Source: an optimization exercise on an open RTL-to-GDS flow (aim: small area, a short achievable clock period and few clock cycles per item). Production flows keep margins and buffers that such runs may drop. Where RTL was checked, it was by simulation tests only, not by an equivalence proof against the original.

==> flow/design.v (excerpt) <==
module pi_current_loop_pwm (
    input  logic                              i_clk,
    input  logic                              i_rst_n,
    input  logic                              i_in_valid,
    output logic                              i_in_ready,
    input  logic [picl_pkg::CUR_W-1:0]        i_in_raw_current,
    input  logic [picl_pkg::CUR_W-1:0]        i_in_current_target,
    input  logic [picl_pkg::PWM_W-1:0]        i_in_throttle_level,
    input  logic [picl_pkg::CUR_W-1:0]        i_in_current_ceiling,
    input  logic                              i_in_other_fault,
    output logic                              o_out_valid,
    input  logic                              o_out_ready,
    output logic [picl_pkg::PWM_W-1:0]        o_out_duty_width,
    output logic [picl_pkg::SR_W-1:0]         o_out_sr_width,
    output logic                              o_out_vref_flag,
    output logic [picl_pkg::FB_W-1:0]         o_out_norm_current,
    output logic [picl_pkg::CUR_W-1:0]        o_out_peak_current,
    output logic [picl_pkg::AVG_W-1:0]        o_out_pwm_average,
    output logic                              o_out_fault_off,
    input  logic                              psel,
    input  logic                              penable,
    input  logic                              pwrite,
    input  logic [picl_pkg::CFG_ADDR_W-1:0]   paddr,
    input  logic [picl_pkg::CFG_DATA_W-1:0]   pwdata,
    output logic [picl_pkg::CFG_DATA_W-1:0]   prdata,
    output logic                              pready
);
clock: 19.0 ns
lec_check: 0
abc_clock_period_in_ps: 4000
cap_margin: 20
core_margin: 2
core_utilization: 40
slew_margin: 20
run.sh (not shown) runs the stock make flow with config.mk's settings and CLKGATE_MAP_FILE= SYNTH_SCRIPT=/design/flow/synth_recipe.tcl, a recipe that flattens the netlist after the stock synthesis.
Edit:
==> flow/flow/run.sh (new file) <==
#!/bin/bash
# Standard ORFS layout, with the repair steps asked to leave extra setup
# slack (the clock constraint itself is the design's, unchanged).
set -euo pipefail
export SETUP_SLACK_MARGIN=${PICL_SETUP_MARGIN:-13}
bash standard.sh > standard.log 2>&1
==> flow/standard.sh (new file) <==
#!/bin/bash
# synth_recipe.tcl (not shown) runs the flow's synth.tcl, then flattens the netlist and writes it again
# the make line also repeats each setting of config.mk as NAME=value (left out here)
make -C /OpenROAD-flow-scripts/flow DESIGN_CONFIG=/design/flow/config.mk WORK_HOME=/design/flow/orfs CLKGATE_MAP_FILE= SYNTH_SCRIPT=/design/flow/synth_recipe.tcl "${@:-finish}"
Settings changed: ABC_CLOCK_PERIOD_IN_PS 4000 to unset.
removed: flow/run.sh
Outcome: Final area went up by 6.8%. Area after synthesis does not change. Clock skew shrinks by 0.0040 ns. Global-route usage is higher by 0.47 points. Non-clock buffer count rose by 125. Utilization rose by 3.0 points. Maximum frequency came out higher by 23%. Setup slack is better by 1.6 ns.
Edit:
==> flow/run.sh (new file) <==
#!/bin/bash
# synth_recipe.tcl (not shown) runs the flow's synth.tcl, then flattens the netlist and writes it again
# the make line also repeats each setting of config.mk as NAME=value (left out here)
make -C /OpenROAD-flow-scripts/flow DESIGN_CONFIG=/design/flow/config.mk WORK_HOME=/design/flow/orfs CLKGATE_MAP_FILE= SYNTH_SCRIPT=/design/flow/synth_recipe.tcl finish
removed: flow/flow/run.sh
removed: flow/standard.sh
=> Sequential share of layout area came out higher by 1.2 points. Wire length came out lower by 2.3%. Register-to-register slack got worse by 1.6 ns. Design area came out lower by 6.3%. Global-route usage came out lower by 0.47 points. Setup slack got worse by 1.6 ns.
Function was not checked in any run of this note: the RTL went through the layout flow alone.

* * *

## job 870
pi_current_loop_pwm, a different RTL version from the one above (not shown whole).
For scale: roughly 4500 cells after synthesis, about 420 flip-flops, roughly 180 I/O pins, about 38000 sq um of cells after synthesis.
Settings: LEC_CHECK=0, ABC_AREA=1, CAP_MARGIN=20, CORE_MARGIN=2, CORE_UTILIZATION=40, SLEW_MARGIN=20; clock period 19.0 ns.
standard.sh (not shown) runs the stock make flow with config.mk's settings and CLKGATE_MAP_FILE= SYNTH_SCRIPT=/design/flow/synth_recipe.tcl, a recipe that flattens the netlist after the stock synthesis.
==> flow/flow/run.sh <==
#!/bin/bash
# Standard ORFS layout, with the repair steps asked to leave extra setup
# slack (the clock constraint itself is the design's, unchanged).
set -euo pipefail
export SETUP_SLACK_MARGIN=${PICL_SETUP_MARGIN:-13}
bash standard.sh > standard.log 2>&1
--- input diff job 870..job 8719 ---
- removing ABC_AREA (formerly 1)
--- a/flow/flow/run.sh
+++ b/flow/flow/run.sh
@@ -4,3 +4,3 @@
 set -euo pipefail
-export SETUP_SLACK_MARGIN=${PICL_SETUP_MARGIN:-13}
+export SETUP_SLACK_MARGIN=${PICL_SETUP_MARGIN:-14}
 bash standard.sh > standard.log 2>&1
[summary]
In job 8719 the minimum clock period turned out 0.23 ns lower than in job 870.
Relative to job 870, setup slack on the worst flop-to-flop path increased by 0.66 ns in job 8719.
Taking job 870 as the reference, in job 8719 met3 layer wire length in the routed design lost 3.1%, quantity of gates resized following cts has increased, sequential cell area picked up an extra 1.2%.
Job 870 -> job 8719: post-route cell area increased slightly
Taking job 870 as the reference point, the via count of job 8719 falls by 2183.
Relative to job 870, post-synth design cell area decreased by 2.5% in job 8719.
The inputs of job 8555 differ from those of job 8719 as listed below.
--- a/flow/flow/run.sh
+++ b/flow/flow/run.sh
@@ -4,3 +4,3 @@
 set -euo pipefail
-export SETUP_SLACK_MARGIN=${PICL_SETUP_MARGIN:-14}
+export SETUP_SLACK_MARGIN=${PICL_SETUP_MARGIN:-13}
 bash standard.sh > standard.log 2>&1
### Flow results
- Job 8555 reports a lower routed wirelength normalized by instance count than job 8719 does.
- The final layout from job 8555, which completed every stage, passed the timing, design-rule and antenna checks at the end of the flow.
- Job 8555 vs. job 8719: fill cell instance count of the final layout rose about 1.1%; post-route core utilization moved down.
- When the final numbers for job 8555 and job 8719 were put side by side, the area fraction of clock buffers and clock inverters turned out to be smaller in job 8719.
diff inputs: job 8555 => job 9692
==> flow/run.sh (new file) <==
#!/bin/bash
# synth_recipe.tcl (not shown) runs the flow's synth.tcl, then flattens the netlist and writes it again
# the make line also repeats each setting of config.mk as NAME=value (left out here)
make -C /OpenROAD-flow-scripts/flow DESIGN_CONFIG=/design/flow/config.mk WORK_HOME=/design/flow/orfs CLKGATE_MAP_FILE= SYNTH_SCRIPT=/design/flow/synth_recipe.tcl finish
removed: flow/flow/run.sh
removed: flow/standard.sh
--- outcome ---
Job 8555 → job 9692: non-clock buffer count shows a reduction of about 2%; clock buffer count increased by 7 relative to the old numbers; met1 wire length now smaller; via count has decreased; non-filler instance count after layout held steady.
From job 8555 to job 9692 the numbers moved as follows: sequential fraction of total cell area comparable; time the final worst path needs with I/O delays and setup +0.40 ns; sum of routed wire length over all layers has decreased.
No functional check of the RTL was part of any run of this note.

* * *

## job 8472
pi_current_loop_pwm, a different RTL version from the one above (not shown whole).
Size in the first run: roughly 180 I/O pins, about 0.038 mm² of cells after synthesis.
==> flow/config.mk <==
export PLATFORM = sky130hd
export DESIGN_NAME = pi_current_loop_pwm
export DESIGN_NICKNAME = pi_current_loop_pwm
export VERILOG_FILES = /design/flow/design.v
export SDC_FILE = /design/flow/constraint.sdc
export NUM_CORES = 4
export LEC_CHECK = 0
export CAP_MARGIN = 20
export CORE_MARGIN = 2
export CORE_UTILIZATION = 55
export SLEW_MARGIN = 20
==> flow/constraint.sdc <==
create_clock -name core_clock -period 19.0 [get_ports {i_clk}]
set_input_delay 3.8000 -clock core_clock [delete_from_list [all_inputs] [get_ports {i_clk}]]
set_output_delay 3.8000 -clock core_clock [all_outputs]
set_load 0.01 [all_outputs]
==> flow/flow/run.sh <==
#!/bin/bash
# Standard ORFS layout, with the repair steps asked to leave extra setup
# slack (the clock constraint itself is the design's, unchanged).
set -euo pipefail
export SETUP_SLACK_MARGIN=${PICL_SETUP_MARGIN:-14}
bash standard.sh > standard.log 2>&1
Testbench counts of job 8472, summed over its fixed seeds: cycles 15,840, items 15,360.
### job 8472 -> job 3716
Settings: changing CORE_UTILIZATION from 55 to 40.
Notes after the runs:
Job 3716 finished every stage and its layout cleared the timing, design-rule and antenna checks.
Compared to job 8472, job 3716 shows a narrower setup margin.
Min number of antenna violations at the first check in global routing across job 8472 and job 3716: job 3716
| post-route non-filler standard cell count | higher: job 3716 |
Looking at critical path class, the in -> reg result is from job 3716; the reg -> out one comes from job 8472.
Highest routed metal layer = met5: job 8472; highest routed metal layer = met4: job 3716

* * *

Another version of the RTL of pi_current_loop_pwm (not shown whole).
Size: ~3600 cells after synthesis, about 450 flip-flops, ~180 I/O pins, about 37000 um2 of cells after synthesis.
export LEC_CHECK = 0
export CAP_MARGIN = 20
export CORE_MARGIN = 2
export CORE_UTILIZATION = 55
export SLEW_MARGIN = 20
create_clock -name core_clock -period 19.0 [get_ports {i_clk}]
==> flow/flow/run.sh <==
#!/bin/bash
# Standard ORFS layout, with the repair steps asked to leave extra setup
# slack (the clock constraint itself is the design's, unchanged).
set -euo pipefail
export SETUP_SLACK_MARGIN=${PICL_SETUP_MARGIN:-13.7}
bash standard.sh > standard.log 2>&1
The first run passed the timing, design-rule and antenna checks.
Testbench counts at the start, summed over its fixed seeds: cycles 15,840, items 15,360.
==> next run, changes <==
==> flow/flow/run.sh (replaced) <==
#!/bin/bash
# Standard ORFS layout, with the repair steps asked to leave extra setup
# slack (the clock constraint itself is the design's, unchanged).
set -euo pipefail
export SETUP_SLACK_MARGIN=${PICL_SETUP_MARGIN:-14}
bash standard.sh > standard.log 2>&1
--- a/flow/config.mk
+++ b/flow/config.mk
@@ -8,4 +8,6 @@
 export CAP_MARGIN = 20
 export CORE_MARGIN = 2
-export CORE_UTILIZATION = 55
+export CORE_UTILIZATION = 65
+export CTS_CLUSTER_DIAMETER = 120
+export CTS_CLUSTER_SIZE = 24
 export SLEW_MARGIN = 20
Outcome: First-iteration DRC count is higher by 0.67%. Final cell count came out lower by 2.4%. Register-to-register slack improves by 0.20 ns. Non-clock buffer count climbs by 52. Area after synthesis is unchanged.
==> next run, changes <==
--- a/flow/config.mk
+++ b/flow/config.mk
@@ -9,5 +9,5 @@
 export CORE_MARGIN = 2
 export CORE_UTILIZATION = 65
-export CTS_CLUSTER_DIAMETER = 120
-export CTS_CLUSTER_SIZE = 24
+export CTS_CLUSTER_DIAMETER = 90
+export CTS_CLUSTER_SIZE = 26
 export SLEW_MARGIN = 20
Flip-flop and latch count does not change.
Via count hardly moves.
Non-clock buffer count does not change.
Setup slack got worse by 0.012 ns.
First-iteration DRC count goes up by 17%.
Worst hold slack improved by 0.0034 ns.
Area after synthesis is unchanged.
==> next run, changes <==
--- a/flow/config.mk
+++ b/flow/config.mk
@@ -9,5 +9,3 @@
 export CORE_MARGIN = 2
 export CORE_UTILIZATION = 65
-export CTS_CLUSTER_DIAMETER = 90
-export CTS_CLUSTER_SIZE = 26
 export SLEW_MARGIN = 20
Utilization came out higher by 1.6 points.
Global-route usage came out higher by 0.48 points.
Area after synthesis is unchanged.
Wire length came out higher by 1.5%.
Critical path depth is unchanged.
Setup slack gets worse by 0.018 ns.
Count of clock-buffer cells in the layout came out higher by 31.
Final cell count came out higher by 1.1%.

* * *

Starting RTL as in the previous note.
Settings: LEC_CHECK=0, CAP_MARGIN=20, CORE_MARGIN=2, CORE_UTILIZATION=72, SLEW_MARGIN=20; clock period 19.0 ns.
==> flow/flow/run.sh <==
#!/bin/bash
# Standard ORFS layout, with the repair steps asked to leave extra setup
# slack (the clock constraint itself is the design's, unchanged).
set -euo pipefail
export SETUP_SLACK_MARGIN=${PICL_SETUP_MARGIN:-14}
bash standard.sh > standard.log 2>&1
The baseline passed the timing, design-rule and antenna checks.
Testbench counts at the start, summed over its fixed seeds: cycles 15,840, items 15,360.
Edit:
- CORE_UTILIZATION: 72 -> 65
- CTS_CLUSTER_DIAMETER: default -> 70
- CTS_CLUSTER_SIZE: default -> 30
Result: Cell area shrinks by about 1.1%. Area after synthesis stays the same. Sequential cell count is unchanged. Via count shrinks by about 3%. Clock skew barely changes. Worst hold slack degrades by 0.012 ns.

* * *

pi_current_loop_pwm again, from the RTL that the note above started with.
==> flow/design.v (excerpt) <==
module pi_current_loop_pwm (
    input  logic                              i_clk,
    input  logic                              i_rst_n,
    input  logic                              i_in_valid,
    output logic                              i_in_ready,
    input  logic [picl_pkg::CUR_W-1:0]        i_in_raw_current,
    input  logic [picl_pkg::CUR_W-1:0]        i_in_current_target,
    input  logic [picl_pkg::PWM_W-1:0]        i_in_throttle_level,
    input  logic [picl_pkg::CUR_W-1:0]        i_in_current_ceiling,
    input  logic                              i_in_other_fault,
    output logic                              o_out_valid,
    input  logic                              o_out_ready,
    output logic [picl_pkg::PWM_W-1:0]        o_out_duty_width,
    output logic [picl_pkg::SR_W-1:0]         o_out_sr_width,
    output logic                              o_out_vref_flag,
  ...
Settings: LEC_CHECK=0, CAP_MARGIN=20, CORE_MARGIN=2, CORE_UTILIZATION=65, CTS_CLUSTER_DIAMETER=160, CTS_CLUSTER_SIZE=20, SLEW_MARGIN=20; clock period 19.0 ns.
Scripts as last shown in full above: flow/flow/run.sh
Testbench counts at the start, summed over its fixed seeds: cycles 15,840, items 15,360.
Edit:
CORE_UTILIZATION = 55   (was 65)
CTS_CLUSTER_DIAMETER = not set   (was 160)
CTS_CLUSTER_SIZE = not set   (was 20)
Result:
- hold slack loses 0.0075 ns
- core utilization came out lower by 8.5 points
- die area is higher by about a fifth
- clock-buffer cell count grows by 20
Edit:
--- a/flow/flow/run.sh
+++ b/flow/flow/run.sh
@@ -4,3 +4,3 @@
 set -euo pipefail
-export SETUP_SLACK_MARGIN=${PICL_SETUP_MARGIN:-14}
+export SETUP_SLACK_MARGIN=${PICL_SETUP_MARGIN:-14.3}
 bash standard.sh > standard.log 2>&1
CORE_UTILIZATION = 60   (was 55)
Outcome: Area after synthesis stays the same. Non-clock buffer count rises by 103. Worst setup slack gets better by 0.016 ns. Routed wire length grows by 2.0%. Clock-buffer cell count goes up by 10. First-iteration DRC count came out higher by 4.2%. Cell area climbs by 5.1%. Utilization went up by 9.4 points. Final cell count goes up by 1.5%. Via count rose by 3.4%.

[what the ideal ports hide]
How much do the figures lean on ideal ports? The routed layouts below were timed once more, with nothing changed but the port constraints.
Step 1 assumes that a clkbuf_16 drives the clock port and a buf_2 every other input.
Step 2 adds t to the input delays and takes it off the output delays; t is the mean of the earliest and latest rising clock arrival at the registers after step 1. Input paths then give back, and output paths get back, about the clock's delay inside the block.
Slacks: ideal ports / drivers / drivers and shift; pairs: ideal ports / drivers.
run	shift t [ns]	setup slack, ns	hold slack, ns	latest minus earliest clock arrival (ns)
the first run of note 1	0.665	10.354 / 10.354 / 10.354	0.413 / 0.413 / 0.413	0.032 / 0.033
the second run of note 1	0.675	11.949 / 11.949 / 11.949	0.413 / 0.413 / 0.413	0.027 / 0.027
the third run of note 1	0.665	10.354 / 10.354 / 10.354	0.413 / 0.413 / 0.413	0.032 / 0.033
job 870	0.670	12.971 / 12.911 / 12.618	0.421 / 0.421 / 0.421	0.067 / 0.067
job 8719	0.690	13.196 / 13.133 / 13.387	0.414 / 0.414 / 0.414	0.038 / 0.037
job 8555	0.684	13.033 / 12.968 / 12.554	0.412 / 0.412 / 0.412	0.034 / 0.033
job 9692	0.680	12.632 / 12.569 / 12.165	0.412 / 0.412 / 0.412	0.042 / 0.042
job 8472	0.693	14.003 / 13.933 / 13.414	0.419 / 0.419 / 0.419	0.067 / 0.067
job 3716	0.698	13.847 / 13.884 / 13.191	0.414 / 0.414 / 0.414	0.044 / 0.044
the first run of note 4	0.682	13.745 / 13.679 / 13.124	0.417 / 0.417 / 0.417	0.058 / 0.057
the second run of note 4	0.667	13.981 / 13.914 / 13.402	0.417 / 0.417 / 0.417	0.025 / 0.025
the third run of note 4	0.674	13.968 / 13.902 / 13.369	0.421 / 0.421 / 0.421	0.030 / 0.030
the fourth run of note 4	0.688	13.950 / 13.882 / 13.315	0.419 / 0.419 / 0.419	0.066 / 0.066
the first run of note 5	0.694	13.951 / 13.888 / 13.356	0.420 / 0.420 / 0.420	0.030 / 0.031
the second run of note 5	0.708	13.913 / 13.846 / 13.363	0.408 / 0.408 / 0.408	0.034 / 0.035
the first run of note 6	0.683	13.967 / 13.902 / 13.345	0.422 / 0.422 / 0.422	0.033 / 0.033
the second run of note 6	0.704	13.944 / 13.873 / 13.350	0.414 / 0.414 / 0.414	0.039 / 0.039
the third run of note 6	0.686	13.959 / 13.893 / 13.646	0.415 / 0.415 / 0.415	0.044 / 0.045
After both steps setup and hold are still met in every run listed. For job 3716, which loses most, drivers alone change the setup slack by +0.037 ns; drivers and shift together by -0.656 ns.
